This is an optimization exercise on Yosys and OpenROAD, whose aim is small area, not a production implementation. In this exercise RTL edits were held to simulation tests only and were not proved equivalent to the original. Power and IR drop assume default switching activity.

## flow/design.v (module list and top-level ports; edited modules follow where they fit)
// module instr_mem: 1415 lines
// module instr_mem_wsel: 11 lines
// module instr_mem_a221oi: 3 lines
// module instr_mem_a222oi: 3 lines
// module instr_mem_a22oi: 3 lines
// module instr_mem_a31oi: 3 lines
// module instr_mem_and3: 3 lines
// module instr_mem_and3b: 3 lines
// module instr_mem_and4: 3 lines
// module instr_mem_inv: 3 lines
// module instr_mem_nand2: 3 lines
// module instr_mem_nand3: 3 lines
// module instr_mem_nand4: 3 lines
// module instr_mem_nor2: 3 lines
// module instr_mem_nor3: 3 lines
// module instr_mem_or2: 3 lines
module instr_mem (
  input  logic        clk,
  input  logic        rst_n,
  input  logic [15:0] pc,
  output logic [15:0] instruction,
  output logic        addr_fault,
  input  logic        we,
  input  logic [15:0] waddr,
  input  logic [15:0] wdata
);
  // ...
==> flow/flow/run.sh <==
#!/bin/bash
# Layout flow: the standard synthesis unchanged, then the standard ORFS
# steps, with the buffers and upsized gates that ABC leaves dropped before
# floorplanning (the resizer adds back what timing, slew and load need),
# plain buffers on the ports, and larger clock-tree sink clusters.
set -euo pipefail
W=$(pwd)
F=$W/flow
bash standard.sh synth > $W/synth.log 2>&1
bash standard.sh \
  PRE_FLOORPLAN_TCL=$F/pre_floorplan.tcl \
  REMOVE_ABC_BUFFERS=1 \
  GPL_TIMING_DRIVEN=0 \
  "BUFFER_PORTS_ARGS=-buffer_cell sky130_fd_sc_hd__buf_2" \
  "CTS_ARGS=-sink_clustering_enable -repair_clock_nets -dont_use_dummy_load -buf_list sky130_fd_sc_hd__clkbuf_4 -sink_clustering_size 10 -sink_clustering_max_diameter 40" \
  finish > $W/layout.log 2>&1
==> flow/flow/pre_floorplan.tcl <==
# Drop ABC's buffers and set every combinational gate to the smallest-area
# drive strength of its cell (the strongest of equal-area ones); later repair
# steps size up what timing, slew and load need.
remove_buffers
set dont_use $::env(DONT_USE_CELLS)
set best [dict create]
foreach lc [get_lib_cells *] {
  set name [get_name $lc]
  if {![regexp {^(sky130_fd_sc_hd__[a-z0-9]+)_([0-9]+)$} $name -> fam drv]} { continue }
  if {[lsearch $dont_use $name] >= 0} { continue }
  set area [get_property $lc area]
  if {![dict exists $best $fam]} {
    dict set best $fam [list $name $area $drv]
  } else {
    lassign [dict get $best $fam] bn ba bd
    if {$area < $ba - 1e-6 || ($area < $ba + 1e-6 && $drv > $bd)} {
      dict set best $fam [list $name $area $drv]
    }
  }
}
set n 0
foreach inst [get_cells *] {
  set master [get_property $inst ref_name]
  if {![regexp {^(sky130_fd_sc_hd__([a-z0-9]+))_([0-9]+)$} $master -> fam base drv]} { continue }
  if {[regexp {^(df|sdf|edf|dl|conb|tap|fill|decap)} $base]} { continue }
  if {![dict exists $best $fam]} { continue }
  set target [lindex [dict get $best $fam] 0]
  if {$target ne $master} {
    replace_cell $inst $target
    incr n
  }
}
puts "pre_floorplan: resized $n instances"
==> flow/standard.sh <==
#!/bin/bash
# synth_recipe.tcl (not shown) runs the flow's synth.tcl, then flattens the netlist and writes it again
# the make line also repeats each setting of config.mk as NAME=value (left out here)
make -C /OpenROAD-flow-scripts/flow DESIGN_CONFIG=/design/flow/config.mk WORK_HOME=/design/flow/orfs CLKGATE_MAP_FILE= SYNTH_SCRIPT=/design/flow/synth_recipe.tcl "${@:-finish}"
==> flow/config.mk <==
export PLATFORM = sky130hd
export DESIGN_NAME = instr_mem
export DESIGN_NICKNAME = instr_mem
export VERILOG_FILES = /design/flow/design.v
export SDC_FILE = /design/flow/constraint.sdc
export NUM_CORES = 4
export LEC_CHECK = 0
export CAP_MARGIN = 5
export CORE_MARGIN = 2
export CORE_UTILIZATION = 50
export SETUP_SLACK_MARGIN = 0.5
export SLEW_MARGIN = 5
export SYNTH_HIERARCHICAL = 1
==> flow/constraint.sdc <==
create_clock -name core_clock -period 6.0 [get_ports {clk}]
set_input_delay 1.2000 -clock core_clock [delete_from_list [all_inputs] [get_ports {clk}]]
set_output_delay 1.2000 -clock core_clock [all_outputs]
set_load 0.01 [all_outputs]
==> results_tabular.tex, run 1 <==
\begin{tabular}{lr}
\hline
Metric & Value \\
\hline
\multicolumn{2}{l}{\textbf{Floorplan}} \\
\quad Starting utilization of the core area & 0.507 \\
\multicolumn{2}{l}{\textbf{Finish}} \\
\quad Top Registers & mem\_q: 1024 flops, written\_q: 64 flops \\
\quad Share of cell area taken by multi-input logic gates & 0.368 \\
\quad Final sequential cell count & 1088 \\
\quad Net count reported at finish & 3223 \\
\quad Signal buf overhead & 0.0158 \\
\quad \#MultiIn Comb & 1779 \\
\quad Register ranked first by flip-flop count & mem\_q \\
\quad Area of all placed cells without fillers & 40100 µm² \\
\quad Non-clock buffer total of the final layout & 78 \\
\quad Number of inserted filler cells in the final layout & 6251 \\
\quad Sequential portion of the cell area & 0.551 \\
\quad Footprint of the multi-input gates & 14800 µm² \\
\multicolumn{2}{l}{\textbf{Critical path}} \\
\quad Worst r2r dst & written\_q[5]\$\_DFF\_PN0\_ \\
\quad Source of the critical timing path & pc[2] \\
\quad Critical Path AT & 4510 ps \\
\quad Maximum fanout count along the critical path & 16 \\
\quad Delay-heaviest family, CP & simple AND/OR/NAND/NOR gates \\
\quad R2R cell count & 1 \\
\multicolumn{2}{l}{\textbf{STA}} \\
\quad Worst setup margin & 293 ps \\
\quad Final Critical Period & 5710 ps \\
\quad Worst Clk Skew & 0 ps \\
\quad Post-route setup TNS & 0 ps \\
\quad Final slew viol count & 0 \\
\multicolumn{2}{l}{\textbf{Global route}} \\
\quad Met2 Resource Use GR & 0.456 \\
\quad Busiest layer in global routing & met1 \\
\quad Met1 usage & 0.502 \\
\multicolumn{2}{l}{\textbf{Clock network}} \\
\quad Buffer count from post-CTS setup fixing & 0 \\
\quad Clock insertion delay at the later pin of the skew report & 990 ps \\
\quad CTS root buffer & sky130\_fd\_sc\_hd\_\_clkbuf\_4 \\
\quad Sink count of the clock tree & 1088 \\
\quad Maximum level of the CTS H-tree & 4 \\
\multicolumn{2}{l}{\textbf{Routing}} \\
\quad Highest metal layer used by the detailed router & met5 \\
\quad Count of unresolved DRC violations after routing & 0 \\
\quad Via count normalized by instance count & 7.49 \\
\multicolumn{2}{l}{\textbf{Placement}} \\
\quad Number of input and output port buffers inserted & 66 \\
\quad Final estimated routing congestion in global placement & 0.957 \\
\multicolumn{2}{l}{\textbf{Pwr}} \\
\quad Switching share of power & 0.236 \\
\quad Power attributed to the clock group & 3.44 mW \\
\multicolumn{2}{l}{\textbf{Outcome}} \\
\quad Outcome & no timing/DRC/antenna violations \\
\multicolumn{2}{l}{\textbf{Synth}} \\
\quad Gate count after technology mapping & 2949 \\
\hline
\end{tabular}
==> run 2, diff against run 1 <==
--- a/flow/flow/run.sh
+++ b/flow/flow/run.sh
@@ -12,3 +12,3 @@
   REMOVE_ABC_BUFFERS=1 \
-  GPL_TIMING_DRIVEN=0 \
+  GPL_TIMING_DRIVEN=1 \
   "BUFFER_PORTS_ARGS=-buffer_cell sky130_fd_sc_hd__buf_2" \
==> results_tabular.tex, run 2 <==
\begin{tabular}{lr}
\hline
Metric & Value \\
\hline
\multicolumn{2}{l}{\textbf{Outcome}} \\
\quad Outcome & no timing/DRC/antenna violations \\
\multicolumn{2}{l}{\textbf{Global route}} \\
\quad Overflow left after global routing & 0 \\
\quad Wire length of the first global-routing pass & 197000 µm \\
\quad Vias in the first global route & 29.1k \\
\quad Number of antenna violations at the first check in global routing & 10 \\
\quad Pin count of the biggest net entering global routing & 65 \\
\quad Total GRT Usage & 0.337 \\
\multicolumn{2}{l}{\textbf{Floorplan}} \\
\quad Die area & 76400 µm² \\
\quad CORE AREA & 73200 µm² \\
\quad Starting utilization of the core area & 0.507 (unchanged) \\
\quad Floorplan die width & 276 µm \\
\quad Vertical die dimension & 276 µm \\
\quad Site Rows & 99 \\
\quad Top Ports & 68 \\
\multicolumn{2}{l}{\textbf{Finish}} \\
\quad Number of inserted filler cells in the final layout & 6192 (-0.94\%) \\
\quad Combined flip-flop and latch cell area & 22100 µm² \\
\quad Area overhead of the layout relative to synthesis & 8.41\% \\
\quad Register ranked first by flip-flop count & mem\_q \\
\quad Leading cell types in the layout, fill and taps excluded & 1024 x sky130\_fd\_sc\_hd\_\_a22o\_1, 1024 x sky130\_fd\_sc\_hd\_\_dfxtp\_1, 324 x sky130\_fd\_sc\_hd\_\_a222oi\_1 \\
\quad Net count reported at finish & 3267 (+1.4\%) \\
\quad Flip-flop count of the largest register, all copies and words added & 1024 \\
\quad Footprint of the multi-input gates & 14700 µm² (-0.31\%) \\
\quad Post-layout utilization of the core & 0.549 \\
\quad Ratio of cells with drive above 1 in the final layout & 0.135 \\
\quad Top Registers & mem\_q: 1024 flops, written\_q: 64 flops \\
\multicolumn{2}{l}{\textbf{Pwr}} \\
\quad Switching power of the nets & 2.60 mW \\
\quad Leakage power & 16.1 nW \\
\quad Switching share of power & 0.237 (+0.00118) \\
\quad Cell-internal power & 8.38 mW \\
\quad Power per standard cell area & 273 nW/µm² \\
\quad Fraction of power consumed by the clock network & 0.317 \\
\quad Share of total power in sequential cells & 0.659 \\
\quad Peak supply drop & 0.199 mV \\
\quad Proportion of power drawn by combinational gates & 0.024 \\
\multicolumn{2}{l}{\textbf{Routing}} \\
\quad Final antenna-violating net count & 0 \\
\quad Routed Wire Length & 134000 µm \\
\quad Count of unresolved DRC violations after routing & 0 (unchanged) \\
\quad Via count normalized by instance count & 7.42 (-0.90\%) \\
\quad DRT Pass-1 Iters & 10 \\
\quad Routed len/inst & 32.0 µm \\
\quad Initial DRC Count & 5436 \\
\quad Number of vias in the routed layout & 31.0k \\
\multicolumn{2}{l}{\textbf{STA}} \\
\quad Worst slew pin tran & 1160 ps \\
\quad Post-route clock period utilization & 0.944 \\
\quad Final Critical Period & 5670 ps (-41.9 ps) \\
\quad Final slew viol count & 0 (unchanged) \\
\quad Relative slew margins & 0.228 \\
\quad Post-route setup TNS & 0 ps (unchanged) \\
\quad Number of failing setup endpoints in the final timing report & 0 \\
\quad Max Clock Freq & 177 MHz \\
\quad Final number of hold-violating endpoints & 0 \\
\quad RSZ-0062 raised after global routing & yes \\
\quad Worst Clk Skew & 0 ps (unchanged) \\
\multicolumn{2}{l}{\textbf{Clock network}} \\
\quad Sink count of the clock tree & 1088 (unchanged) \\
\quad Maximum level of the CTS H-tree & 4 (unchanged) \\
\quad TritonCTS Buffers & 146 \\
\quad CTS root buffer & sky130\_fd\_sc\_hd\_\_clkbuf\_4 \\
\quad Clock transition at the register clock pins on the worst setup and hold paths after CTS & 100 ps \\
\quad Maximum number of buffers from clock root to sink & 3 \\
\quad Buffer count from post-CTS setup fixing & 0 (unchanged) \\
\quad Clock tree from TritonCTS & yes \\
\quad Clock insertion delay at the later pin of the skew report & 970 ps (-20 ps) \\
\multicolumn{2}{l}{\textbf{Critical path}} \\
\quad Worst setup SP type & input pin \\
\quad Maximum fanout count along the critical path & 16 (unchanged) \\
\quad Crit Path Category & in2out \\
\quad Critical Path AT & 4470 ps (-40 ps) \\
\quad Crit. End Element & primary output \\
\quad Required time at the worst-slack endpoint & 4800 ps \\
\multicolumn{2}{l}{\textbf{Placement}} \\
\quad Number of input and output port buffers inserted & 66 (unchanged) \\
\quad Sum of net half-perimeters after detailed placement & 79900 µm \\
\quad Final estimated routing congestion in global placement & 0.952 (-0.52\%) \\
\multicolumn{2}{l}{\textbf{Synth}} \\
\quad Average cell area after synthesis & 12.6 µm² \\
\quad Count of synthesis-stage warnings from yosys & 7 \\
\quad Gate count after technology mapping & 2949 (unchanged) \\
\quad Combined area of all synthesized cells & 37100 µm² \\
\multicolumn{2}{l}{\textbf{Run}} \\
\quad Max-capacitance violation count & 0 \\
\multicolumn{2}{l}{\textbf{Hold path}} \\
\quad Class of the worst hold path & in2async \\
\hline
\end{tabular}
-- run 2: routing by layer --
layer  up-vias  track usage  wire length (µm)
li1      13200            -                 -
met1     15500        0.509             58600
met2      2102        0.459             54800
met3       228       0.0886             16300
met4         2        0.113              3960
met5         -      0.00500                50
-- run 2: stage by stage --
step / hold slack [ps] / setup slack [ps] / power [mW] / cells / instance area, µm²
after detailed placement: 442 / 424 / 7.65 / 4027 / 39100
after floorplan: 429 / 2250 / 7.42 / 2949 / 37100
after CTS: 265 / 506 / 11.0 / 4173 / 40200
after global routing: 362 / 487 / 11.3 / 4177 / 40200
final: 334 / 335 / 11.0 / 4179 / 40200
after global placement: 440 / 425 / 7.64 / 4027 / 39100
-- run 2: final cells by class --
class | count | share of cell area
well taps | 959 | 0.0298
flip-flops and latches | 1088 | 0.550
repair buffers | 119 | 0.0190
clock buffers | 146 | 0.0273
inverters | 82 | 0.00765
diodes | 6 | 0.000373
multi-input cells | 1779 | 0.366
-- run 2: repair_timing --
action,CTS,global route
hold buffers,0,0
resized for setup,3,21
endpoints found under the setup margin,5,15
pin swaps,1,8
-- run 2: path summary, 6_finish.rpt --
path                                              start                      end  slack, ps  depth (start not counted)
worst max-delay path                              pc[3]          instruction[12]        330                          9
worst min-delay path                              rst_n  written_q[36]$_DFF_PN0_        330                          1
worst max register to register   written_q[6]$_DFF_PN0_   written_q[6]$_DFF_PN0_       5210                          1
worst min register to register  written_q[24]$_DFF_PN0_  written_q[24]$_DFF_PN0_        460                          1
max in group asynchronous                         rst_n   written_q[4]$_DFF_PN0_       4900                          1
min in group core_clock         written_q[24]$_DFF_PN0_  written_q[24]$_DFF_PN0_        460                          1
-- run 2: power by group through the flow --
stage / registers, mW / clock network (mW) / logic (mW)
after detailed placement: 7.40 / 0 / 0.252
final: 7.23 / 3.48 / 0.263
after floorplan: 7.40 / 0 / 0.0242
after global routing: 7.23 / 3.83 / 0.267
after CTS: 7.23 / 3.55 / 0.252
after global placement: 7.40 / 0 / 0.246
-- run 2: worst max-delay path, cell delays in order --
cell                       delay, ps
sky130_fd_sc_hd__buf_2           140
sky130_fd_sc_hd__inv_2            60
sky130_fd_sc_hd__and3_1          410
sky130_fd_sc_hd__and3_1          570
sky130_fd_sc_hd__a222oi_1        810
sky130_fd_sc_hd__nand4_1         360
sky130_fd_sc_hd__nor2_1          390
sky130_fd_sc_hd__a31oi_1         290
sky130_fd_sc_hd__buf_2           230
==> run 3, diff against run 2 <==
--- a/flow/flow/run.sh
+++ b/flow/flow/run.sh
@@ -12,3 +12,4 @@
   REMOVE_ABC_BUFFERS=1 \
-  GPL_TIMING_DRIVEN=1 \
+  GPL_TIMING_DRIVEN=0 \
+  RECOVER_POWER=100 \
   "BUFFER_PORTS_ARGS=-buffer_cell sky130_fd_sc_hd__buf_2" \
==> results_tabular.tex, run 3 <==
\begin{tabular}{lr}
\hline
Metric & Value \\
\hline
\multicolumn{2}{l}{\textbf{Synth}} \\
\quad Count of synthesis-stage warnings from yosys & 7 (unchanged) \\
\quad Average cell area after synthesis & 12.6 µm² (unchanged) \\
\quad Gate count after technology mapping & 2949 (unchanged) \\
\quad Combined area of all synthesized cells & 37100 µm² (unchanged) \\
\multicolumn{2}{l}{\textbf{Clock network}} \\
\quad Sink count of the clock tree & 1088 (unchanged) \\
\quad TritonCTS Buffers & 143 (-2.1\%) \\
\quad Clock insertion delay at the later pin of the skew report & 990 ps (+20 ps) \\
\quad \# hold bufs at CTS & 0 (unchanged) \\
\quad Maximum number of buffers from clock root to sink & 3 (unchanged) \\
\quad Maximum level of the CTS H-tree & 4 (unchanged) \\
\quad CTS root buffer & sky130\_fd\_sc\_hd\_\_clkbuf\_4 \\
\quad Clock tree from TritonCTS & yes \\
\quad Clock transition at the register clock pins on the worst setup and hold paths after CTS & 60 ps (-40 ps) \\
\multicolumn{2}{l}{\textbf{STA}} \\
\quad Final number of hold-violating endpoints & 0 (unchanged) \\
\quad Final slew viol count & 67 (+67) \\
\quad Max Clock Freq & 171 MHz (-3.0\%) \\
\quad Post-route setup TNS & 0 ps (unchanged) \\
\quad Number of failing setup endpoints in the final timing report & 0 (unchanged) \\
\quad Worst slew pin tran & 2500 ps (+1350 ps) \\
\quad Post-route clock period utilization & 0.974 (+0.0296) \\
\quad Relative slew margins & -0.669 (-0.898) \\
\quad Worst Clk Skew & 0 ps (unchanged) \\
\quad RSZ-0062 raised after global routing & yes \\
\quad Final Critical Period & 5840 ps (+178 ps) \\
\multicolumn{2}{l}{\textbf{Finish}} \\
\quad Register ranked first by flip-flop count & mem\_q \\
\quad Number of inserted filler cells in the final layout & 6267 (+1.2\%) \\
\quad Footprint of the multi-input gates & 14800 µm² (+0.24\%) \\
\quad Top Registers & mem\_q: 1024 flops, written\_q: 64 flops \\
\quad Flip-flop count of the largest register, all copies and words added & 1024 (unchanged) \\
\quad Area overhead of the layout relative to synthesis & 7.97\% \\
\quad Combined flip-flop and latch cell area & 22100 µm² (unchanged) \\
\quad Ratio of cells with drive above 1 in the final layout & 0.103 (-0.0319) \\
\quad Non-filler cells in the finished layout & 4135 (-1.1\%) \\
\quad Leading cell types in the layout, fill and taps excluded & 1024 x sky130\_fd\_sc\_hd\_\_a22o\_1, 1024 x sky130\_fd\_sc\_hd\_\_dfxtp\_1, 324 x sky130\_fd\_sc\_hd\_\_a222oi\_1 \\
\quad Area of all placed cells without fillers & 40000 µm² (-0.40\%) \\
\quad Net count reported at finish & 3223 (-1.3\%) \\
\multicolumn{2}{l}{\textbf{Global route}} \\
\quad Vias in the first global route & 29.0k (-0.20\%) \\
\quad Overflow left after global routing & 0 (unchanged) \\
\quad Number of antenna violations at the first check in global routing & 10 (unchanged) \\
\quad Total GRT Usage & 0.332 (-0.00470) \\
\quad Wire length of the first global-routing pass & 195000 µm (-1.1\%) \\
\quad Pin count of the biggest net entering global routing & 65 (unchanged) \\
\multicolumn{2}{l}{\textbf{Placement}} \\
\quad Final estimated routing congestion in global placement & 0.957 (+0.53\%) \\
\quad Placement Cell Area & 38900 µm² (-0.33\%) \\
\quad Number of input and output port buffers inserted & 66 (unchanged) \\
\quad Sum of net half-perimeters after detailed placement & 82000 µm (+2.6\%) \\
\quad Cell total after placement & 3986 (-1.0\%) \\
\multicolumn{2}{l}{\textbf{Routing}} \\
\quad Total met3 wirelength after detailed routing & 15700 µm (-3.8\%) \\
\quad Met2 layer wire length in the routed design & 54000 µm (-1.5\%) \\
\quad Via count normalized by instance count & 7.49 (+0.94\%) \\
\quad Routed len/inst & 31.8 µm (-0.60\%) \\
\quad Count of unresolved DRC violations after routing & 0 (unchanged) \\
\quad Routed Wire Length & 132000 µm (-1.6\%) \\
\quad Initial DRC Count & 5533 (+1.8\%) \\
\quad DRT Pass-1 Iters & 9 (-1) \\
\quad Highest metal layer used by the detailed router & met4 \\
\quad Number of vias in the routed layout & 31.0k (-0.12\%) \\
\quad Final antenna-violating net count & 0 (unchanged) \\
\quad Met1 WL & 57300 µm (-2.3\%) \\
\multicolumn{2}{l}{\textbf{Floorplan}} \\
\quad Starting utilization of the core area & 0.507 (unchanged) \\
\quad Die area & 76400 µm² (unchanged) \\
\quad CORE AREA & 73200 µm² (unchanged) \\
\quad Floorplan die width & 276 µm (unchanged) \\
\quad Top Ports & 68 (unchanged) \\
\quad Vertical die dimension & 276 µm (unchanged) \\
\quad Site Rows & 99 (unchanged) \\
\multicolumn{2}{l}{\textbf{Critical path}} \\
\quad Maximum fanout count along the critical path & 16 (unchanged) \\
\quad Critical Path AT & 4640 ps (+170 ps) \\
\quad Crit Path Category & in2out \\
\quad Crit. End Element & primary output \\
\quad Worst setup SP type & input pin \\
\quad Required time at the worst-slack endpoint & 4800 ps (about the same) \\
\multicolumn{2}{l}{\textbf{Outcome}} \\
\quad Failed Checks & max-capacitance violations, max-slew violations \\
\quad Outcome & complete, but fails checks \\
\multicolumn{2}{l}{\textbf{Pwr}} \\
\quad Peak supply drop & 0.177 mV (-11\%) \\
\quad Power per standard cell area & 273 nW/µm² (+0.12\%) \\
\quad Leakage power & 16.1 nW (-0.38\%) \\
\multicolumn{2}{l}{\textbf{Hold path}} \\
\quad Class of the worst hold path & reg2reg \\
\multicolumn{2}{l}{\textbf{Run}} \\
\quad Max-capacitance violation count & 2 (+2) \\
\hline
\end{tabular}
run 3: cell count changes in the layout (fill, tap and decap cells not counted), sizes merged:
cell | previous run | this run
buf | 119 | 63
clkbuf | 146 | 158
run 3: critical path, stage by stage:
cell and delay [ps]:
sky130_fd_sc_hd__buf_2 150, sky130_fd_sc_hd__inv_2 60, sky130_fd_sc_hd__and3_1 490, sky130_fd_sc_hd__and3_1 610
sky130_fd_sc_hd__a222oi_1 670, sky130_fd_sc_hd__nand4_1 440, sky130_fd_sc_hd__nor2_1 530, sky130_fd_sc_hd__a31oi_1 260
sky130_fd_sc_hd__buf_2 210
run 3: layer usage:
metal	global-route usage	vias to the layer above
li1	-	13100
met1	0.502	15700
met2	0.456	1994
met3	0.0746	268
met4	0.125	0
met5	0.00688	-
run 3: power by group:
group / internal, mW / switching (mW)
combinational: 0.0415 / 0.234
clock: 1.10 / 2.34
sequential: 7.23 / 0.00291
run 3: area by class of cell:
cell class / instances / area share
Sequential cell: 1088 / 0.552
Multi-Input combinational cell: 1779 / 0.369
Tap cell: 959 / 0.0300
Clock buffer: 143 / 0.0268
Timing Repair Buffer: 78 / 0.0148
Inverter: 82 / 0.00769
Antenna cell: 6 / 0.000375
run 3: path summary, 6_finish.rpt:
kind	from	to	slack (ps)	cells past startpoint
worst min-delay path	written_q[63]$_DFF_PN0_	written_q[63]$_DFF_PN0_	460	1
min in group asynchronous	rst_n	written_q[40]$_DFF_PN0_	600	1
worst max register to register	written_q[30]$_DFF_PN0_	written_q[30]$_DFF_PN0_	5210	1
worst min register to register	written_q[63]$_DFF_PN0_	written_q[63]$_DFF_PN0_	460	1
max in group asynchronous	rst_n	written_q[63]$_DFF_PN0_	2220	2
worst max-delay path	pc[1]	instruction[7]	160	9
run 3: through the flow:
step / setup WS (ps) / hold slack, ps / util / power, mW
after global routing: 279 / 482 / 0.547 / 11.3
after floorplan: 2250 / 429 / - / 7.42
final: 157 / 463 / 0.547 / 10.9
after CTS: 430 / 35.3 / 0.547 / 11.0
after detailed placement: 321 / 442 / 0.532 / 7.66
after global placement: 333 / 440 / 0.528 / 7.63
run 3: what timing repair did:
action,in CTS,in global routing
buffers inserted,0,0
pin swaps,8,11
resized for setup,20,28
setup endpoints to repair,12,16
==> run 4, diff against run 3 <==
--- a/flow/flow/run.sh
+++ b/flow/flow/run.sh
@@ -13,3 +13,2 @@
   GPL_TIMING_DRIVEN=0 \
-  RECOVER_POWER=100 \
   "BUFFER_PORTS_ARGS=-buffer_cell sky130_fd_sc_hd__buf_2" \
--- a/flow/config.mk
+++ b/flow/config.mk
@@ -10,3 +10,4 @@
 export CORE_UTILIZATION = 50
-export SETUP_SLACK_MARGIN = 0.5
+export PLACE_DENSITY = 0.8
+export SETUP_SLACK_MARGIN = 0.4
 export SLEW_MARGIN = 5
==> results_tabular.tex, run 4 <==
\begin{tabular}{lr}
\hline
Metric & Value \\
\hline
\multicolumn{2}{l}{\textbf{Pwr}} \\
\quad Share of total power in sequential cells & 0.668 (+0.007) \\
\quad Leakage power & 15.9 nW (-0.75\%) \\
\quad Fraction of power consumed by the clock network & 0.307 (-0.007) \\
\quad Switching share of power & 0.232 (-0.00368) \\
\quad Proportion of power drawn by combinational gates & 0.025 (about the same) \\
\quad Switching power of the nets & 2.51 mW (-2.6\%) \\
\quad Power per standard cell area & 271 nW/µm² (-0.87\%) \\
\quad Cell-internal power & 8.32 mW (-0.58\%) \\
\quad Peak supply drop & 0.204 mV (+16\%) \\
\quad Sum of internal, switching and leakage power & 10.8 mW (-1.1\%) \\
\multicolumn{2}{l}{\textbf{Routing}} \\
\quad DRT Pass-1 Iters & 10 (+1) \\
\quad Number of vias in the routed layout & 30.7k (-0.79\%) \\
\quad Count of unresolved DRC violations after routing & 0 (unchanged) \\
\quad Initial DRC Count & 5990 (+8.3\%) \\
\quad Routed len/inst & 29.4 µm (-7.6\%) \\
\quad Routed Wire Length & 121000 µm (-7.8\%) \\
\quad Via count normalized by instance count & 7.44 (-0.62\%) \\
\quad Final antenna-violating net count & 0 (unchanged) \\
\multicolumn{2}{l}{\textbf{Critical path}} \\
\quad Reg-to-reg startpoint & written\_q[0]\$\_DFF\_PN0\_ \\
\quad CP max-delay cell & sky130\_fd\_sc\_hd\_\_a222oi\_1 \\
\quad Worst r2r dst & written\_q[0]\$\_DFF\_PN0\_ \\
\quad Most common cell type on the critical path & sky130\_fd\_sc\_hd\_\_buf\_2 \\
\quad Crit. End Element & primary output \\
\quad Source of the critical timing path & pc[1] \\
\quad Required time at the worst-slack endpoint & 4800 ps (about the same) \\
\quad Flop-to-flop setup slack & 5210 ps (about the same) \\
\quad Last element of the critical path & instruction[2] \\
\quad CP max stage delay & 880 ps (+210 ps) \\
\quad Maximum fanout count along the critical path & 16 (unchanged) \\
\quad R2R cell count & 1 (unchanged) \\
\quad Critical Path AT & 4650 ps (about the same) \\
\quad Worst setup SP type & input pin \\
\quad Ordered cell list for the critical path & buf\_2, inv\_2, and3\_1, and3\_2, a222oi\_1, nand4\_1, nor2\_1, a31oi\_1, buf\_2 \\
\quad Crit Path Category & in2out \\
\multicolumn{2}{l}{\textbf{Synth}} \\
\quad Gate count after technology mapping & 2949 (unchanged) \\
\quad Average cell area after synthesis & 12.6 µm² (unchanged) \\
\quad Combined area of all synthesized cells & 37100 µm² (unchanged) \\
\quad Count of synthesis-stage warnings from yosys & 7 (unchanged) \\
\multicolumn{2}{l}{\textbf{Finish}} \\
\quad Number of inserted filler cells in the final layout & 6068 (-3.2\%) \\
\quad Area of all placed cells without fillers & 40000 µm² (-0.19\%) \\
\quad Leading cell types in the layout, fill and taps excluded & 1024 x sky130\_fd\_sc\_hd\_\_a22o\_1, 1024 x sky130\_fd\_sc\_hd\_\_dfxtp\_1, 324 x sky130\_fd\_sc\_hd\_\_a222oi\_1 \\
\quad Register ranked first by flip-flop count & mem\_q \\
\quad Flip-flop count of the largest register, all copies and words added & 1024 (unchanged) \\
\quad Net count reported at finish & 3216 (-0.22\%) \\
\quad Ratio of cells with drive above 1 in the final layout & 0.116 (+0.0129) \\
\quad Combined flip-flop and latch cell area & 22100 µm² (unchanged) \\
\quad Top Registers & mem\_q: 1024 flops, written\_q: 64 flops \\
\quad Area overhead of the layout relative to synthesis & 7.77\% \\
\quad Post-layout utilization of the core & 0.546 (-0.00102) \\
\quad Footprint of the multi-input gates & 14700 µm² (-0.43\%) \\
\multicolumn{2}{l}{\textbf{Global route}} \\
\quad Total GRT Usage & 0.303 (-0.0290) \\
\quad Pin count of the biggest net entering global routing & 65 (unchanged) \\
\quad Number of antenna violations at the first check in global routing & 11 (+1) \\
\quad Vias in the first global route & 28.2k (-2.7\%) \\
\quad Wire length of the first global-routing pass & 180000 µm (-7.3\%) \\
\quad Overflow left after global routing & 0 (unchanged) \\
\multicolumn{2}{l}{\textbf{Floorplan}} \\
\quad Vertical die dimension & 276 µm (unchanged) \\
\quad Floorplan die width & 276 µm (unchanged) \\
\quad Top Ports & 68 (unchanged) \\
\quad Starting utilization of the core area & 0.507 (unchanged) \\
\quad Die area & 76400 µm² (unchanged) \\
\quad Site Rows & 99 (unchanged) \\
\quad CORE AREA & 73200 µm² (unchanged) \\
\multicolumn{2}{l}{\textbf{Clock network}} \\
\quad Maximum level of the CTS H-tree & 4 (unchanged) \\
\quad Sink count of the clock tree & 1088 (unchanged) \\
\quad Clock tree from TritonCTS & yes \\
\quad Clock insertion delay at the later pin of the skew report & 990 ps (about the same) \\
\quad Clock transition at the register clock pins on the worst setup and hold paths after CTS & 100 ps (+40 ps) \\
\quad TritonCTS Buffers & 136 (-4.9\%) \\
\quad CTS root buffer & sky130\_fd\_sc\_hd\_\_clkbuf\_4 \\
\quad Maximum number of buffers from clock root to sink & 3 (unchanged) \\
\multicolumn{2}{l}{\textbf{STA}} \\
\quad Worst slew pin tran & 1110 ps (-1390 ps) \\
\quad Max Clock Freq & 171 MHz (about the same) \\
\quad Worst Clk Skew & 0 ps (unchanged) \\
\quad Number of failing setup endpoints in the final timing report & 0 (unchanged) \\
\quad Post-route clock period utilization & 0.975 (about the same) \\
\quad Final Critical Period & 5850 ps (+4.37 ps) \\
\quad Post-route setup TNS & 0 ps (unchanged) \\
\quad Relative slew margins & 0.260 (+0.929) \\
\quad Final number of hold-violating endpoints & 0 (unchanged) \\
\quad Final slew viol count & 0 (-100\%) \\
\quad RSZ-0062 raised after global routing & yes \\
\multicolumn{2}{l}{\textbf{Hold path}} \\
\quad Class of the worst hold path & in2reg \\
\multicolumn{2}{l}{\textbf{Placement}} \\
\quad Placement Cell Area & 38900 µm² (about the same) \\
\quad Sum of net half-perimeters after detailed placement & 73600 µm (-10\%) \\
\quad Final estimated routing congestion in global placement & 0.983 (+2.7\%) \\
\quad Number of input and output port buffers inserted & 66 (unchanged) \\
\multicolumn{2}{l}{\textbf{Outcome}} \\
\quad Outcome & no timing/DRC/antenna violations \\
\multicolumn{2}{l}{\textbf{Run}} \\
\quad Max-capacitance violation count & 0 (-2) \\
\hline
\end{tabular}
[run 4: final cells by class]
cell class              instances  share of cell area
clock buffers                 136              0.0255
flip-flops and latches       1088               0.553
diodes                          6            0.000376
repair buffers                 78              0.0158
well taps                     959              0.0300
inverters                      82             0.00770
multi-input cells            1779               0.368
[run 4: metrics by stage]
step	setup WS, ps	cells	hold WS, ps
global route	328	4123	430
detailed placement	513	3985	442
global placement	516	3974	439
finish	152	4128	454
CTS	516	4122	371
floorplan	2250	2949	429
[run 4: worst min path at each step]
stage	from	to	slack (ps)	depth (start not counted)
floorplan	written_q[10]$_DFF_PN0_	written_q[10]$_DFF_PN0_	430	1
global placement	written_q[55]$_DFF_PN0_	written_q[55]$_DFF_PN0_	440	1
detailed placement	written_q[37]$_DFF_PN0_	written_q[37]$_DFF_PN0_	440	1
CTS	wdata[1]	mem_q[289]$_DFF_P_	370	2
global route	wdata[1]	mem_q[289]$_DFF_P_	430	2
finish	wdata[1]	mem_q[289]$_DFF_P_	450	2
[run 4: worst max-delay path, delay by kind of cell]
family          cells  cell delay, ps
simple gates        4            1800
buf+inv             3             450
compound gates      2            1170
[run 4: repair_timing]
item,CTS,global route
buffers inserted,0,0
setup endpoints to repair,0,9
hold buffers,1,0
resized for setup,0,9
hold endpoints to repair,9,0
[run 4: routing by layer]
| layer | up-vias | wire length (µm) | global-route usage |
|---|---|---|---|
| met2 | 2247 | 50000 | 0.418 |
| met3 | 327 | 17200 | 0.0995 |
| met1 | 15100 | 49100 | 0.433 |
| li1 | 13100 | - | - |
| met5 | - | 117 | 0 |
| met4 | 18 | 4850 | 0.122 |
[run 4: power by group through the flow]
stage | Clock [mW] | Sequential [mW] | Combinational [mW]
floorplan | 0 | 7.40 | 0.0242
global placement | 0 | 7.40 | 0.233
detailed placement | 0 | 7.40 | 0.260
CTS | 3.35 | 7.23 | 0.261
global route | 3.65 | 7.23 | 0.275
finish | 3.32 | 7.23 | 0.274
==> run 5, diff against run 4 <==
--- a/flow/config.mk
+++ b/flow/config.mk
@@ -9,5 +9,5 @@
 export CORE_MARGIN = 2
-export CORE_UTILIZATION = 50
-export PLACE_DENSITY = 0.8
-export SETUP_SLACK_MARGIN = 0.4
+export CORE_UTILIZATION = 45
+export PLACE_DENSITY = 0.7
+export SETUP_SLACK_MARGIN = 0.5
 export SLEW_MARGIN = 5
==> results_tabular.tex, run 5 <==
\begin{tabular}{lr}
\hline
Metric & Value \\
\hline
\multicolumn{2}{l}{\textbf{Finish}} \\
\quad Ratio of cells with drive above 1 in the final layout & 0.130 (+0.0138) \\
\quad Area overhead of the layout relative to synthesis & 8.63\% \\
\quad Top Registers & mem\_q: 1024 flops, written\_q: 64 flops \\
\quad Leading cell types in the layout, fill and taps excluded & 1024 x sky130\_fd\_sc\_hd\_\_a22o\_1, 1024 x sky130\_fd\_sc\_hd\_\_dfxtp\_1, 324 x sky130\_fd\_sc\_hd\_\_a222oi\_1 \\
\quad Non-filler cells in the finished layout & 4240 (+2.7\%) \\
\quad Post-layout utilization of the core & 0.492 (-0.0537) \\
\quad Register ranked first by flip-flop count & mem\_q \\
\quad Flip-flop count of the largest register, all copies and words added & 1024 (unchanged) \\
\quad Net count reported at finish & 3219 (+0.093\%) \\
\multicolumn{2}{l}{\textbf{Clock network}} \\
\quad Clock insertion delay at the later pin of the skew report & 970 ps (-20 ps) \\
\quad Maximum level of the CTS H-tree & 4 (unchanged) \\
\quad Clock tree from TritonCTS & yes \\
\quad Maximum number of buffers from clock root to sink & 3 (unchanged) \\
\quad Clock transition at the register clock pins on the worst setup and hold paths after CTS & 80 ps (-20 ps) \\
\quad TritonCTS Buffers & 135 (-0.74\%) \\
\quad Sink count of the clock tree & 1088 (unchanged) \\
\quad CTS root buffer & sky130\_fd\_sc\_hd\_\_clkbuf\_4 \\
\multicolumn{2}{l}{\textbf{Routing}} \\
\quad Routed Wire Length & 123000 µm (+1.7\%) \\
\quad DRT Pass-1 Iters & 9 (-1) \\
\quad Via count normalized by instance count & 7.15 (-4.0\%) \\
\quad Routed len/inst & 29.1 µm (-1.0\%) \\
\quad Initial DRC Count & 5394 (-9.9\%) \\
\quad Number of vias in the routed layout & 30.3k (-1.4\%) \\
\quad Count of unresolved DRC violations after routing & 0 (unchanged) \\
\quad Final antenna-violating net count & 0 (unchanged) \\
\multicolumn{2}{l}{\textbf{Pwr}} \\
\quad Switching power of the nets & 2.55 mW (+1.7\%) \\
\quad Share of total power in sequential cells & 0.665 (-0.003) \\
\quad Switching share of power & 0.235 (+0.00289) \\
\quad Leakage power & 16.0 nW (+0.25\%) \\
\quad Fraction of power consumed by the clock network & 0.308 (about the same) \\
\quad Proportion of power drawn by combinational gates & 0.027 (+0.002) \\
\quad Peak supply drop & 0.180 mV (-12\%) \\
\quad Cell-internal power & 8.32 mW (about the same) \\
\quad Sum of internal, switching and leakage power & 10.9 mW (+0.40\%) \\
\quad Power per standard cell area & 270 nW/µm² (-0.40\%) \\
\multicolumn{2}{l}{\textbf{STA}} \\
\quad Number of failing setup endpoints in the final timing report & 0 (unchanged) \\
\quad Max Clock Freq & 177 MHz (+3.7\%) \\
\quad Final Critical Period & 5640 ps (-208 ps) \\
\quad Final number of hold-violating endpoints & 0 (unchanged) \\
\quad Worst hold margin & 461 ps (+6.86 ps) \\
\quad RSZ-0062 raised after global routing & no \\
\quad Worst slew pin tran & 1140 ps (+33.5 ps) \\
\quad Relative slew margins & 0.238 (-0.0223) \\
\quad Final slew viol count & 0 (unchanged) \\
\quad Post-route setup TNS & 0 ps (unchanged) \\
\quad Post-route clock period utilization & 0.940 (-0.0347) \\
\quad Worst Clk Skew & 0 ps (unchanged) \\
\multicolumn{2}{l}{\textbf{Floorplan}} \\
\quad Die area & 84700 µm² (+11\%) \\
\quad Site Rows & 105 (+6.1\%) \\
\quad Vertical die dimension & 291 µm (+5.3\%) \\
\quad Top Ports & 68 (unchanged) \\
\quad CORE AREA & 81800 µm² (+12\%) \\
\quad Starting utilization of the core area & 0.453 (-0.0535) \\
\quad Floorplan die width & 291 µm (+5.3\%) \\
\multicolumn{2}{l}{\textbf{Placement}} \\
\quad Sum of net half-perimeters after detailed placement & 75000 µm (+1.9\%) \\
\quad Final estimated routing congestion in global placement & 0.921 (-6.3\%) \\
\quad Cell total after placement & 4100 (+2.9\%) \\
\quad Number of input and output port buffers inserted & 66 (unchanged) \\
\multicolumn{2}{l}{\textbf{Critical path}} \\
\quad Required time at the worst-slack endpoint & 4800 ps (about the same) \\
\quad Crit. End Element & primary output \\
\quad Critical Path AT & 4440 ps (-210 ps) \\
\quad Crit Path Category & in2out \\
\quad Maximum fanout count along the critical path & 16 (unchanged) \\
\quad Worst setup SP type & input pin \\
\multicolumn{2}{l}{\textbf{Global route}} \\
\quad Vias in the first global route & 28.2k (-0.13\%) \\
\quad Overflow left after global routing & 0 (unchanged) \\
\quad Wire length of the first global-routing pass & 184000 µm (+2.2\%) \\
\quad Pin count of the biggest net entering global routing & 65 (unchanged) \\
\quad Total GRT Usage & 0.282 (-0.0213) \\
\quad Number of antenna violations at the first check in global routing & 7 (-4) \\
\multicolumn{2}{l}{\textbf{Synth}} \\
\quad Count of synthesis-stage warnings from yosys & 7 (unchanged) \\
\quad Combined area of all synthesized cells & 37100 µm² (unchanged) \\
\quad Average cell area after synthesis & 12.6 µm² (unchanged) \\
\quad Gate count after technology mapping & 2949 (unchanged) \\
\multicolumn{2}{l}{\textbf{Run}} \\
\quad Max-capacitance violation count & 0 (unchanged) \\
\multicolumn{2}{l}{\textbf{Hold path}} \\
\quad Class of the worst hold path & reg2reg \\
\multicolumn{2}{l}{\textbf{Outcome}} \\
\quad Outcome & no timing/DRC/antenna violations \\
\hline
\end{tabular}
-- run 5: final cells by class --
| cell class | instances | area, µm² |
|---|---|---|
| Antenna cell | 4 | 10.0 |
| Clock buffer | 135 | 1010 |
| Fill cell | 7280 | 41600 |
| Inverter | 82 | 308 |
| Multi-Input combinational cell | 1779 | 14700 |
| Sequential cell | 1088 | 22100 |
| Tap cell | 1070 | 1340 |
| Timing Repair Buffer | 82 | 773 |
-- run 5: path summary, 6_finish.rpt --
kind / from / endpoint / slack [ps] / cells past startpoint
setup / recovery: pc[2] / instruction[13] / 360 / 9
hold / removal: written_q[24]$_DFF_PN0_ / written_q[24]$_DFF_PN0_ / 460 / 1
setup reg to reg: written_q[2]$_DFF_PN0_ / written_q[2]$_DFF_PN0_ / 5200 / 1
hold reg to reg: written_q[24]$_DFF_PN0_ / written_q[24]$_DFF_PN0_ / 460 / 1
max in group asynchronous: rst_n / written_q[26]$_DFF_PN0_ / 4700 / 3
min in group asynchronous: rst_n / written_q[7]$_DFF_PN0_ / 660 / 2
-- run 5: repair_timing --
action	CTS	global route
resized for setup	11	39
setup endpoints to repair	4	10
setup buffers	0	0
endpoints found under the hold margin	9	0
gates cloned	0	0
pin swaps	1	5
hold buffers	1	0
-- run 5: critical path, stage by stage --
cell and delay, ps:
sky130_fd_sc_hd__buf_2 150, sky130_fd_sc_hd__inv_2 60, sky130_fd_sc_hd__and3_1 460, sky130_fd_sc_hd__and3_2 510
sky130_fd_sc_hd__a222oi_1 660, sky130_fd_sc_hd__nand4_1 330, sky130_fd_sc_hd__nor2_1 520, sky130_fd_sc_hd__a31oi_1 310
sky130_fd_sc_hd__buf_2 230
-- run 5: power by group through the flow --
| stage | Combinational, mW | Clock [mW] | Sequential, mW |
|---|---|---|---|
| 6_report | 0.288 | 3.35 | 7.23 |
| 5_1_grt | 0.293 | 3.68 | 7.23 |
| 4_1_cts | 0.276 | 3.41 | 7.23 |
| 3_5_place_dp | 0.275 | 0 | 7.40 |
| 3_3_place_gp | 0.239 | 0 | 7.40 |
| 2_1_floorplan | 0.0242 | 0 | 7.40 |
-- run 5: per-layer routing --
metal / wire (µm) / track usage
met1: 52300 / 0.412
met2: 50900 / 0.387
met3: 15000 / 0.0757
met4: 5050 / 0.120
met5: 32 / 0
-- run 5: per-stage QoR --
| step | setup slack (ps) | cell area, µm² |
|---|---|---|
| 2_1_floorplan | 2250 | 37100 |
| 3_3_place_gp | 330 | 38800 |
| 3_5_place_dp | 371 | 39200 |
| 4_1_cts | 456 | 40200 |
| 5_1_grt | 491 | 40300 |
| 6_report | 361 | 40300 |
==> run 6, diff against run 5 <==
--- a/flow/config.mk
+++ b/flow/config.mk
@@ -9,4 +9,4 @@
 export CORE_MARGIN = 2
-export CORE_UTILIZATION = 45
-export PLACE_DENSITY = 0.7
+export CORE_UTILIZATION = 55
+export PLACE_DENSITY = 0.75
 export SETUP_SLACK_MARGIN = 0.5
==> results_tabular.tex, run 6 <==
\begin{tabular}{lr}
\hline
Metric & Value \\
\hline
\multicolumn{2}{l}{\textbf{Critical path}} \\
\quad R2R cell count & 1 (unchanged) \\
\quad CP max-delay cell & sky130\_fd\_sc\_hd\_\_and3\_1 \\
\quad Ordered cell list for the critical path & buf\_2, inv\_2, and3\_1, and3\_1, a222oi\_1, nand4\_1, nor2\_1, a31oi\_1, buf\_2 \\
\quad Maximum fanout count along the critical path & 16 (unchanged) \\
\quad Required time at the worst-slack endpoint & 4800 ps (about the same) \\
\quad Worst setup SP type & input pin \\
\quad Critical Path AT & 4470 ps (+30 ps) \\
\quad CP max stage delay & 790 ps (+130 ps) \\
\quad Crit Path Category & in2out \\
\quad Crit. End Element & primary output \\
\multicolumn{2}{l}{\textbf{Finish}} \\
\quad Leading cell types in the layout, fill and taps excluded & 1024 x sky130\_fd\_sc\_hd\_\_a22o\_1, 1024 x sky130\_fd\_sc\_hd\_\_dfxtp\_1, 324 x sky130\_fd\_sc\_hd\_\_a222oi\_1 \\
\quad Ratio of cells with drive above 1 in the final layout & 0.124 (-0.00592) \\
\quad Top Registers & mem\_q: 1024 flops, written\_q: 64 flops \\
\quad Area overhead of the layout relative to synthesis & 8.02\% \\
\quad Post-layout utilization of the core & 0.599 (+0.106) \\
\quad Net count reported at finish & 3225 (+0.19\%) \\
\quad Combined flip-flop and latch cell area & 22100 µm² (unchanged) \\
\quad Footprint of the multi-input gates & 14700 µm² (-0.19\%) \\
\quad Register ranked first by flip-flop count & mem\_q \\
\quad Number of inserted filler cells in the final layout & 5345 (-27\%) \\
\quad Flip-flop count of the largest register, all copies and words added & 1024 (unchanged) \\
\multicolumn{2}{l}{\textbf{Routing}} \\
\quad Initial DRC Count & 6448 (+20\%) \\
\quad Number of vias in the routed layout & 31.9k (+5.3\%) \\
\quad Via count normalized by instance count & 7.87 (+10\%) \\
\quad Routed len/inst & 32.4 µm (+11\%) \\
\quad Routed Wire Length & 131000 µm (+6.6\%) \\
\quad Count of unresolved DRC violations after routing & 0 (unchanged) \\
\quad Final antenna-violating net count & 0 (unchanged) \\
\quad DRT Pass-1 Iters & 11 (+2) \\
\multicolumn{2}{l}{\textbf{STA}} \\
\quad RSZ-0062 raised after global routing & yes \\
\quad Final Critical Period & 5670 ps (+31.0 ps) \\
\quad Worst Clk Skew & 0 ps (unchanged) \\
\quad Max Clock Freq & 176 MHz (-0.55\%) \\
\quad Number of failing setup endpoints in the final timing report & 0 (unchanged) \\
\quad Post-route clock period utilization & 0.945 (+0.00517) \\
\quad Final slew viol count & 0 (unchanged) \\
\quad Final number of hold-violating endpoints & 0 (unchanged) \\
\quad Relative slew margins & 0.283 (+0.0450) \\
\quad Worst slew pin tran & 1080 ps (-67.6 ps) \\
\quad Post-route setup TNS & 0 ps (unchanged) \\
\multicolumn{2}{l}{\textbf{Placement}} \\
\quad Final estimated routing congestion in global placement & 0.936 (+1.7\%) \\
\quad Number of input and output port buffers inserted & 66 (unchanged) \\
\quad Sum of net half-perimeters after detailed placement & 81600 µm (+8.8\%) \\
\multicolumn{2}{l}{\textbf{Floorplan}} \\
\quad CORE AREA & 66900 µm² (-18\%) \\
\quad Floorplan die width & 264 µm (-9.4\%) \\
\quad Starting utilization of the core area & 0.554 (+0.101) \\
\quad Site Rows & 95 (-9.5\%) \\
\quad Vertical die dimension & 264 µm (-9.4\%) \\
\quad Die area & 69500 µm² (-18\%) \\
\quad Top Ports & 68 (unchanged) \\
\multicolumn{2}{l}{\textbf{Clock network}} \\
\quad CTS root buffer & sky130\_fd\_sc\_hd\_\_clkbuf\_4 \\
\quad Maximum number of buffers from clock root to sink & 3 (unchanged) \\
\quad Clock tree from TritonCTS & yes \\
\quad \# hold bufs at CTS & 0 (-1) \\
\quad Maximum level of the CTS H-tree & 4 (unchanged) \\
\quad TritonCTS Buffers & 142 (+5.2\%) \\
\quad Clock insertion delay at the later pin of the skew report & 970 ps (about the same) \\
\quad Clock transition at the register clock pins on the worst setup and hold paths after CTS & 100 ps (+20 ps) \\
\quad Buffer count from post-CTS setup fixing & 0 (unchanged) \\
\quad Sink count of the clock tree & 1088 (unchanged) \\
\multicolumn{2}{l}{\textbf{Global route}} \\
\quad Wire length of the first global-routing pass & 193000 µm (+4.9\%) \\
\quad Vias in the first global route & 29.7k (+5.2\%) \\
\quad Total GRT Usage & 0.364 (+0.0824) \\
\quad Number of antenna violations at the first check in global routing & 7 (unchanged) \\
\quad Overflow left after global routing & 0 (unchanged) \\
\quad Pin count of the biggest net entering global routing & 65 (unchanged) \\
\multicolumn{2}{l}{\textbf{Pwr}} \\
\quad Leakage power & 16.0 nW (+0.19\%) \\
\quad Peak supply drop & 0.152 mV (-15\%) \\
\quad Power per standard cell area & 273 nW/µm² (+1.1\%) \\
\multicolumn{2}{l}{\textbf{Synth}} \\
\quad Combined area of all synthesized cells & 37100 µm² (unchanged) \\
\quad Count of synthesis-stage warnings from yosys & 7 (unchanged) \\
\quad Gate count after technology mapping & 2949 (unchanged) \\
\quad Average cell area after synthesis & 12.6 µm² (unchanged) \\
\multicolumn{2}{l}{\textbf{Hold path}} \\
\quad Class of the worst hold path & in2async \\
\multicolumn{2}{l}{\textbf{Run}} \\
\quad Max-capacitance violation count & 0 (unchanged) \\
\multicolumn{2}{l}{\textbf{Outcome}} \\
\quad Outcome & no timing/DRC/antenna violations \\
\hline
\end{tabular}
==> run 6: final timing paths <==
kind	start	endpoint	slack [ps]
max	pc[1]	instruction[11]	330
min	rst_n	written_q[4]$_DFF_PN0_	90
max reg2reg	written_q[7]$_DFF_PN0_	written_q[7]$_DFF_PN0_	5150
min reg2reg	written_q[24]$_DFF_PN0_	written_q[24]$_DFF_PN0_	470
max in group asynchronous	rst_n	written_q[17]$_DFF_PN0_	5260
min in group core_clock	wdata[2]	mem_q[802]$_DFF_P_	470
==> run 6: area by class of cell <==
class                   instances  area share
diodes                          8    0.000500
clock buffers                 142      0.0266
inverters                      82     0.00768
multi-input cells            1779       0.367
flip-flops and latches       1088       0.552
well taps                     873      0.0273
repair buffers                 81      0.0189
==> run 6: stage by stage <==
| stage | std cells | total power [mW] | setup slack, ps | hold WS [ps] | instance area [µm²] |
|---|---|---|---|---|---|
| after CTS | 4045 | 10.9 | 503 | 3.66 | 40000 |
| after floorplan | 2949 | 7.42 | 2250 | 429 | 37100 |
| after global routing | 4046 | 11.2 | 481 | 32.5 | 40000 |
| after detailed placement | 3903 | 7.68 | 450 | 443 | 38900 |
| final | 4053 | 10.9 | 330 | 88.2 | 40100 |
| after global placement | 3888 | 7.64 | 502 | 440 | 38500 |
==> run 6: report_power, final <==
part | total, mW | internal [mW] | leakage, nW | switching [mW]
registers | 7.23 | 7.23 | 9.14 | 0.00305
logic | 0.299 | 0.0520 | 6.22 | 0.247
clock network | 3.40 | 1.09 | 0.653 | 2.31
==> run 6: timing repair <==
| action | 4_1_cts | 5_1_grt |
|---|---|---|
| resized for setup | 3 | 24 |
| pin swaps | 3 | 8 |
| setup endpoints to repair | 6 | 16 |
==> run 6: critical path: cells and delay by family <==
kind            cells  cell delay [ps]
simple gates        4             1910
compound gates      2              870
buf+inv             3              470
==> run 6: layer usage <==
metal | track usage | share of wire
met2 | 0.509 | 0.41
met1 | 0.524 | 0.39
met5 | 0 | 0.00018
met3 | 0.106 | 0.15
met4 | 0.154 | 0.044
==> run 7, diff against run 6 <==
--- a/flow/config.mk
+++ b/flow/config.mk
@@ -9,3 +9,3 @@
 export CORE_MARGIN = 2
-export CORE_UTILIZATION = 55
+export CORE_UTILIZATION = 50
 export PLACE_DENSITY = 0.75
==> results_tabular.tex, run 7 <==
\begin{tabular}{lr}
\hline
Metric & Value \\
\hline
\multicolumn{2}{l}{\textbf{Pwr}} \\
\quad Cell-internal power & 8.33 mW (-0.45\%) \\
\quad Share of total power in sequential cells & 0.664 (+0.002) \\
\quad Leakage power & 15.9 nW (-0.69\%) \\
\quad Switching share of power & 0.234 (+0.000604) \\
\quad Power per standard cell area & 273 nW/µm² (about the same) \\
\quad Switching power of the nets & 2.55 mW (-0.11\%) \\
\quad Proportion of power drawn by combinational gates & 0.024 (-0.003) \\
\quad Fraction of power consumed by the clock network & 0.312 (about the same) \\
\quad Peak supply drop & 0.173 mV (+14\%) \\
\multicolumn{2}{l}{\textbf{Floorplan}} \\
\quad Site Rows & 99 (+4.2\%) \\
\quad Die area & 76400 µm² (+9.8\%) \\
\quad Vertical die dimension & 276 µm (+4.8\%) \\
\quad CORE AREA & 73200 µm² (+9.4\%) \\
\quad Starting utilization of the core area & 0.507 (-0.0476) \\
\quad Top Ports & 68 (unchanged) \\
\quad Floorplan die width & 276 µm (+4.8\%) \\
\multicolumn{2}{l}{\textbf{Global route}} \\
\quad Number of antenna violations at the first check in global routing & 11 (+4) \\
\quad Total GRT Usage & 0.318 (-0.0464) \\
\quad Pin count of the biggest net entering global routing & 65 (unchanged) \\
\quad Overflow left after global routing & 0 (unchanged) \\
\quad Vias in the first global route & 29.9k (+0.65\%) \\
\quad Wire length of the first global-routing pass & 189000 µm (-2.3\%) \\
\multicolumn{2}{l}{\textbf{Critical path}} \\
\quad Source of the critical timing path & pc[3] \\
\quad Ordered cell list for the critical path & buf\_2, and3\_1, and3\_1, a222oi\_1, nand4\_1, nor2\_1, a31oi\_1, buf\_2 \\
\quad Critical Path AT & 4460 ps (about the same) \\
\quad Required time at the worst-slack endpoint & 4800 ps (about the same) \\
\quad Worst setup SP type & input pin \\
\quad Maximum fanout count along the critical path & 16 (unchanged) \\
\quad Buffer and inverter count on the worst path & 2 (-1) \\
\quad Delay-heaviest family, CP & simple AND/OR/NAND/NOR gates \\
\quad Flop-to-flop setup slack & 5190 ps (+40 ps) \\
\quad CP max-delay cell & sky130\_fd\_sc\_hd\_\_a222oi\_1 \\
\quad Reg-to-reg startpoint & written\_q[13]\$\_DFF\_PN0\_ \\
\quad Crit Path Category & in2out \\
\quad Crit. End Element & primary output \\
\quad CP max stage delay & 860 ps (+70 ps) \\
\multicolumn{2}{l}{\textbf{Routing}} \\
\quad Routed Wire Length & 127000 µm (-3.7\%) \\
\quad DRT Pass-1 Iters & 10 (-1) \\
\quad Via count normalized by instance count & 7.54 (-4.2\%) \\
\quad Initial DRC Count & 5978 (-7.3\%) \\
\quad Final antenna-violating net count & 0 (unchanged) \\
\quad Number of vias in the routed layout & 31.1k (-2.4\%) \\
\quad Routed len/inst & 30.6 µm (-5.5\%) \\
\quad Count of unresolved DRC violations after routing & 0 (unchanged) \\
\multicolumn{2}{l}{\textbf{STA}} \\
\quad RSZ-0062 raised after global routing & yes \\
\quad Worst slew pin tran & 1040 ps (-33.6 ps) \\
\quad Max Clock Freq & 177 MHz (+0.23\%) \\
\quad Worst hold margin & 448 ps (+359 ps) \\
\quad Number of failing setup endpoints in the final timing report & 0 (unchanged) \\
\quad Worst Clk Skew & 0 ps (unchanged) \\
\quad Post-route setup TNS & 0 ps (unchanged) \\
\quad Final Critical Period & 5660 ps (-12.9 ps) \\
\quad Final number of hold-violating endpoints & 0 (unchanged) \\
\quad Final slew viol count & 0 (unchanged) \\
\quad Worst setup margin & 343 ps (+12.9 ps) \\
\quad Post-route clock period utilization & 0.943 (-0.00215) \\
\quad Relative slew margins & 0.305 (+0.0224) \\
\multicolumn{2}{l}{\textbf{Finish}} \\
\quad Ratio of cells with drive above 1 in the final layout & 0.121 (-0.00273) \\
\quad Net count reported at finish & 3214 (-0.34\%) \\
\quad Leading cell types in the layout, fill and taps excluded & 1024 x sky130\_fd\_sc\_hd\_\_a22o\_1, 1024 x sky130\_fd\_sc\_hd\_\_dfxtp\_1, 324 x sky130\_fd\_sc\_hd\_\_a222oi\_1 \\
\quad Flip-flop count of the largest register, all copies and words added & 1024 (unchanged) \\
\quad Area overhead of the layout relative to synthesis & 7.66\% \\
\quad Top Registers & mem\_q: 1024 flops, written\_q: 64 flops \\
\quad Register ranked first by flip-flop count & mem\_q \\
\multicolumn{2}{l}{\textbf{Outcome}} \\
\quad Outcome & no timing/DRC/antenna violations \\
\multicolumn{2}{l}{\textbf{Clock network}} \\
\quad TritonCTS Buffers & 139 (-2.1\%) \\
\quad Sink count of the clock tree & 1088 (unchanged) \\
\quad Buffer count from post-CTS setup fixing & 0 (unchanged) \\
\quad Maximum level of the CTS H-tree & 4 (unchanged) \\
\quad Clock tree from TritonCTS & yes \\
\quad CTS root buffer & sky130\_fd\_sc\_hd\_\_clkbuf\_4 \\
\quad Maximum number of buffers from clock root to sink & 3 (unchanged) \\
\quad Clock transition at the register clock pins on the worst setup and hold paths after CTS & 90 ps (about the same) \\
\quad Clock insertion delay at the later pin of the skew report & 1060 ps (+90 ps) \\
\multicolumn{2}{l}{\textbf{Run}} \\
\quad Max-capacitance violation count & 0 (unchanged) \\
\multicolumn{2}{l}{\textbf{Synth}} \\
\quad Count of synthesis-stage warnings from yosys & 7 (unchanged) \\
\quad Gate count after technology mapping & 2949 (unchanged) \\
\quad Average cell area after synthesis & 12.6 µm² (unchanged) \\
\quad Combined area of all synthesized cells & 37100 µm² (unchanged) \\
\multicolumn{2}{l}{\textbf{Hold path}} \\
\quad Worst Hold Launch & wdata[7] \\
\quad Class of the worst hold path & in2reg \\
\multicolumn{2}{l}{\textbf{Placement}} \\
\quad Final estimated routing congestion in global placement & 0.957 (+2.2\%) \\
\quad Number of input and output port buffers inserted & 66 (unchanged) \\
\quad Dpl ws & 459 ps (+8.84 ps) \\
\quad Sum of net half-perimeters after detailed placement & 77300 µm (-5.3\%) \\
\hline
\end{tabular}
run 7: cell types whose count changed in the layout (fill, tap and decap cells not counted), moves of 2 or more:
cell,previous run,this run
sky130_fd_sc_hd__and3_2,23,26
sky130_fd_sc_hd__and3_4,2,0
sky130_fd_sc_hd__buf_12,4,1
sky130_fd_sc_hd__buf_16,11,5
sky130_fd_sc_hd__clkbuf_4,142,139
run 7: metrics by stage:
step           power (mW)   util  area (µm²)  instances
6_report             10.9  0.545       39900       4129
5_1_grt              11.2  0.545       39900       4126
4_1_cts              10.9  0.545       39900       4120
3_5_place_dp         7.64  0.530       38800       3980
3_3_place_gp         7.62  0.528       38600       3974
2_1_floorplan        7.42      -       37100       2949
run 7: power groups by stage:
| stage | sequential (mW) | combinational, mW | clock, mW |
|---|---|---|---|
| 4_1_cts | 7.23 | 0.248 | 3.42 |
| 3_3_place_gp | 7.40 | 0.225 | 0 |
| 5_1_grt | 7.23 | 0.265 | 3.71 |
| 6_report | 7.23 | 0.261 | 3.39 |
| 2_1_floorplan | 7.40 | 0.0242 | 0 |
| 3_5_place_dp | 7.40 | 0.248 | 0 |
run 7: layout make-up:
class                   count  area, µm²
diodes                      9       22.5
fillers                  6093      33300
multi-input cells        1779      14700
well taps                 959       1200
repair buffers             73        541
inverters                  82        308
flip-flops and latches   1088      22100
clock buffers             139       1040
run 7: final timing paths:
| path | end | cells past startpoint |
|---|---|---|
| worst max-delay path | instruction[6] | 8 |
| worst min-delay path | mem_q[903]$_DFF_P_ | 2 |
| worst max register to register | written_q[13]$_DFF_PN0_ | 1 |
| worst min register to register | written_q[20]$_DFF_PN0_ | 1 |
| max in group asynchronous | written_q[20]$_DFF_PN0_ | 3 |
| min in group asynchronous | written_q[18]$_DFF_PN0_ | 2 |
run 7: timing repair:
item,in CTS,in global routing
gates resized for setup,1,26
hold buffers,1,0
endpoints found under the hold margin,3,0
setup endpoints to repair,1,13
pin swaps,2,4
run 7: routing by layer:
layer	routed length, µm	share of wire	track usage	up-vias
li1	-	-	-	13100
met1	51400	0.41	0.442	15500
met2	53700	0.42	0.453	2298
met3	15900	0.13	0.0886	297
met4	5620	0.044	0.157	4
met5	25	0.00020	0	-
==> run 8, diff against run 7 <==
--- a/flow/flow/run.sh
+++ b/flow/flow/run.sh
@@ -13,4 +13,4 @@
   GPL_TIMING_DRIVEN=0 \
-  "BUFFER_PORTS_ARGS=-buffer_cell sky130_fd_sc_hd__buf_2" \
-  "CTS_ARGS=-sink_clustering_enable -repair_clock_nets -dont_use_dummy_load -buf_list sky130_fd_sc_hd__clkbuf_4 -sink_clustering_size 10 -sink_clustering_max_diameter 40" \
+  "BUFFER_PORTS_ARGS=-buffer_cell sky130_fd_sc_hd__buf_1" \
+  "CTS_ARGS=-sink_clustering_enable -repair_clock_nets -dont_use_dummy_load -buf_list sky130_fd_sc_hd__clkbuf_4 -sink_clustering_size 9 -sink_clustering_max_diameter 50" \
   finish > $W/layout.log 2>&1
--- a/flow/config.mk
+++ b/flow/config.mk
@@ -9,4 +9,3 @@
 export CORE_MARGIN = 2
-export CORE_UTILIZATION = 50
-export PLACE_DENSITY = 0.75
+export CORE_UTILIZATION = 56
 export SETUP_SLACK_MARGIN = 0.5
==> results_tabular.tex, run 8 <==
\begin{tabular}{lr}
\hline
Metric & Value \\
\hline
\multicolumn{2}{l}{\textbf{Routing}} \\
\quad Initial DRC Count & 5543 (-7.3\%) \\
\quad DRT Pass-1 Iters & 9 (-1) \\
\quad Number of vias in the routed layout & 30.9k (-0.71\%) \\
\quad Via count normalized by instance count & 7.62 (+1.1\%) \\
\quad Final antenna-violating net count & 0 (unchanged) \\
\quad Count of unresolved DRC violations after routing & 0 (unchanged) \\
\multicolumn{2}{l}{\textbf{Critical path}} \\
\quad Maximum fanout count along the critical path & 16 (unchanged) \\
\quad Crit. End Element & primary output \\
\quad Critical Path AT & 4480 ps (+20 ps) \\
\quad Buffer and inverter count on the worst path & 3 (+1) \\
\quad Flop-to-flop setup slack & 5180 ps (about the same) \\
\quad Crit Path Category & in2out \\
\quad CP max-delay cell & sky130\_fd\_sc\_hd\_\_a222oi\_1 \\
\quad Worst setup SP type & input pin \\
\quad Required time at the worst-slack endpoint & 4800 ps (about the same) \\
\quad Reg-to-reg startpoint & written\_q[15]\$\_DFF\_PN0\_ \\
\quad CP max stage delay & 890 ps (+30 ps) \\
\quad Ordered cell list for the critical path & buf\_1, inv\_2, and3\_1, and3\_2, a222oi\_1, nand4\_1, nor2\_2, a31oi\_1, buf\_1 \\
\quad Source of the critical timing path & pc[1] \\
\multicolumn{2}{l}{\textbf{Placement}} \\
\quad Number of input and output port buffers inserted & 66 (unchanged) \\
\quad Placement Cell Area & 38900 µm² (+0.20\%) \\
\quad Sum of net half-perimeters after detailed placement & 81200 µm (+5.0\%) \\
\quad Cell total after placement & 3901 (-2.0\%) \\
\quad Final estimated routing congestion in global placement & 0.921 (-3.8\%) \\
\multicolumn{2}{l}{\textbf{Global route}} \\
\quad Vias in the first global route & 29.0k (-3.1\%) \\
\quad Wire length of the first global-routing pass & 190000 µm (+0.62\%) \\
\quad Pin count of the biggest net entering global routing & 38 (-42\%) \\
\quad Total GRT Usage & 0.369 (+0.0508) \\
\quad Overflow left after global routing & 0 (unchanged) \\
\quad Number of antenna violations at the first check in global routing & 9 (-2) \\
\multicolumn{2}{l}{\textbf{Finish}} \\
\quad Footprint of the multi-input gates & 14800 µm² (+0.29\%) \\
\quad Flip-flop count of the largest register, all copies and words added & 1024 (unchanged) \\
\quad Leading cell types in the layout, fill and taps excluded & 1024 x sky130\_fd\_sc\_hd\_\_a22o\_1, 1024 x sky130\_fd\_sc\_hd\_\_dfxtp\_1, 324 x sky130\_fd\_sc\_hd\_\_a222oi\_1 \\
\quad Ratio of cells with drive above 1 in the final layout & 0.114 (-0.00726) \\
\quad Area of all placed cells without fillers & 40100 µm² (+0.34\%) \\
\quad Non-filler cells in the finished layout & 4056 (-1.8\%) \\
\quad Net count reported at finish & 3231 (+0.53\%) \\
\quad Area overhead of the layout relative to synthesis & 8.03\% \\
\quad Number of inserted filler cells in the final layout & 5350 (-12\%) \\
\quad Top Registers & mem\_q: 1024 flops, written\_q: 64 flops \\
\quad Register ranked first by flip-flop count & mem\_q \\
\multicolumn{2}{l}{\textbf{Clock network}} \\
\quad CTS root buffer & sky130\_fd\_sc\_hd\_\_clkbuf\_4 \\
\quad Maximum level of the CTS H-tree & 4 (unchanged) \\
\quad Sink count of the clock tree & 1088 (unchanged) \\
\quad Clock insertion delay at the later pin of the skew report & 1060 ps (about the same) \\
\quad Clock tree from TritonCTS & yes \\
\quad Maximum number of buffers from clock root to sink & 3 (unchanged) \\
\quad TritonCTS Buffers & 140 (+0.72\%) \\
\multicolumn{2}{l}{\textbf{STA}} \\
\quad Number of failing setup endpoints in the final timing report & 0 (unchanged) \\
\quad Max Clock Freq & 176 MHz (-0.46\%) \\
\quad Post-route setup TNS & 0 ps (unchanged) \\
\quad RSZ-0062 raised after global routing & yes \\
\quad Final number of hold-violating endpoints & 0 (unchanged) \\
\quad Worst Clk Skew & 0 ps (unchanged) \\
\quad Final Critical Period & 5680 ps (+26.1 ps) \\
\quad Post-route clock period utilization & 0.947 (+0.00435) \\
\quad Relative slew margins & 0.321 (+0.0153) \\
\multicolumn{2}{l}{\textbf{Floorplan}} \\
\quad Top Ports & 68 (unchanged) \\
\quad CORE AREA & 65600 µm² (-10\%) \\
\quad Die area & 68300 µm² (-11\%) \\
\quad Starting utilization of the core area & 0.565 (+0.0585) \\
\quad Site Rows & 94 (-5.1\%) \\
\quad Vertical die dimension & 261 µm (-5.4\%) \\
\multicolumn{2}{l}{\textbf{Synth}} \\
\quad Gate count after technology mapping & 2949 (unchanged) \\
\quad Average cell area after synthesis & 12.6 µm² (unchanged) \\
\quad Count of synthesis-stage warnings from yosys & 7 (unchanged) \\
\multicolumn{2}{l}{\textbf{Run}} \\
\quad Max-capacitance violation count & 0 (unchanged) \\
\multicolumn{2}{l}{\textbf{Pwr}} \\
\quad Leakage power & 15.9 nW (-0.16\%) \\
\quad Peak supply drop & 0.179 mV (+3.2\%) \\
\multicolumn{2}{l}{\textbf{Outcome}} \\
\quad Outcome & no timing/DRC/antenna violations \\
\multicolumn{2}{l}{\textbf{Hold path}} \\
\quad Class of the worst hold path & in2reg \\
\hline
\end{tabular}
[run 8: worst paths after layout]
kind,end,cells past startpoint
worst max-delay path,instruction[2],9
worst min-delay path,mem_q[906]$_DFF_P_,2
worst max register to register,written_q[15]$_DFF_PN0_,1
worst min register to register,written_q[40]$_DFF_PN0_,1
max in group asynchronous,written_q[22]$_DFF_PN0_,4
min in group asynchronous,written_q[34]$_DFF_PN0_,2
[run 8: per-layer routing]
metal,track usage,routed length [µm]
met5,0,46
met4,0.136,4390
met3,0.0914,16800
met2,0.510,53300
met1,0.552,54800
[run 8: layout make-up]
| class | count | area share |
|---|---|---|
| inverters | 82 | 0.00768 |
| diodes | 14 | 0.000874 |
| multi-input cells | 1779 | 0.368 |
| repair buffers | 89 | 0.0183 |
| well taps | 864 | 0.0270 |
| flip-flops and latches | 1088 | 0.552 |
| clock buffers | 140 | 0.0262 |
[run 8: what timing repair did]
item / CTS / global route
pin swaps: 5 / 14
hold buffers: 1 / 0
gates resized for setup: 14 / 28
setup buffers: 0 / 0
hold endpoints to repair: 4 / 0
endpoints found under the setup margin: 10 / 16
[run 8: metrics by stage]
stage / utilization / setup WS, ps / total power [mW] / hold slack, ps
6_report: 0.611 / 316 / 10.9 / 464
5_1_grt: 0.610 / 368 / 11.2 / 418
4_1_cts: 0.609 / 504 / 10.9 / 412
3_5_place_dp: 0.593 / 354 / 7.67 / 442
3_3_place_gp: 0.585 / 354 / 7.62 / 441
2_1_floorplan: - / 2250 / 7.42 / 429
[run 8: report_power, final]
group | switching [mW] | internal, mW | leakage, nW | total (mW)
clock | 2.33 | 1.08 | 0.644 | 3.40
combinational | 0.232 | 0.0507 | 6.10 | 0.283
sequential | 0.00289 | 7.23 | 9.14 | 7.23

Check on run 8: ideal ports give 0.316 ns setup slack; a clkbuf_16 on the clock port and buf_2 on the inputs give 0.222 ns; moving port delays by the midpoint clock arrival (1.115 ns) as well gives 0.222 ns.
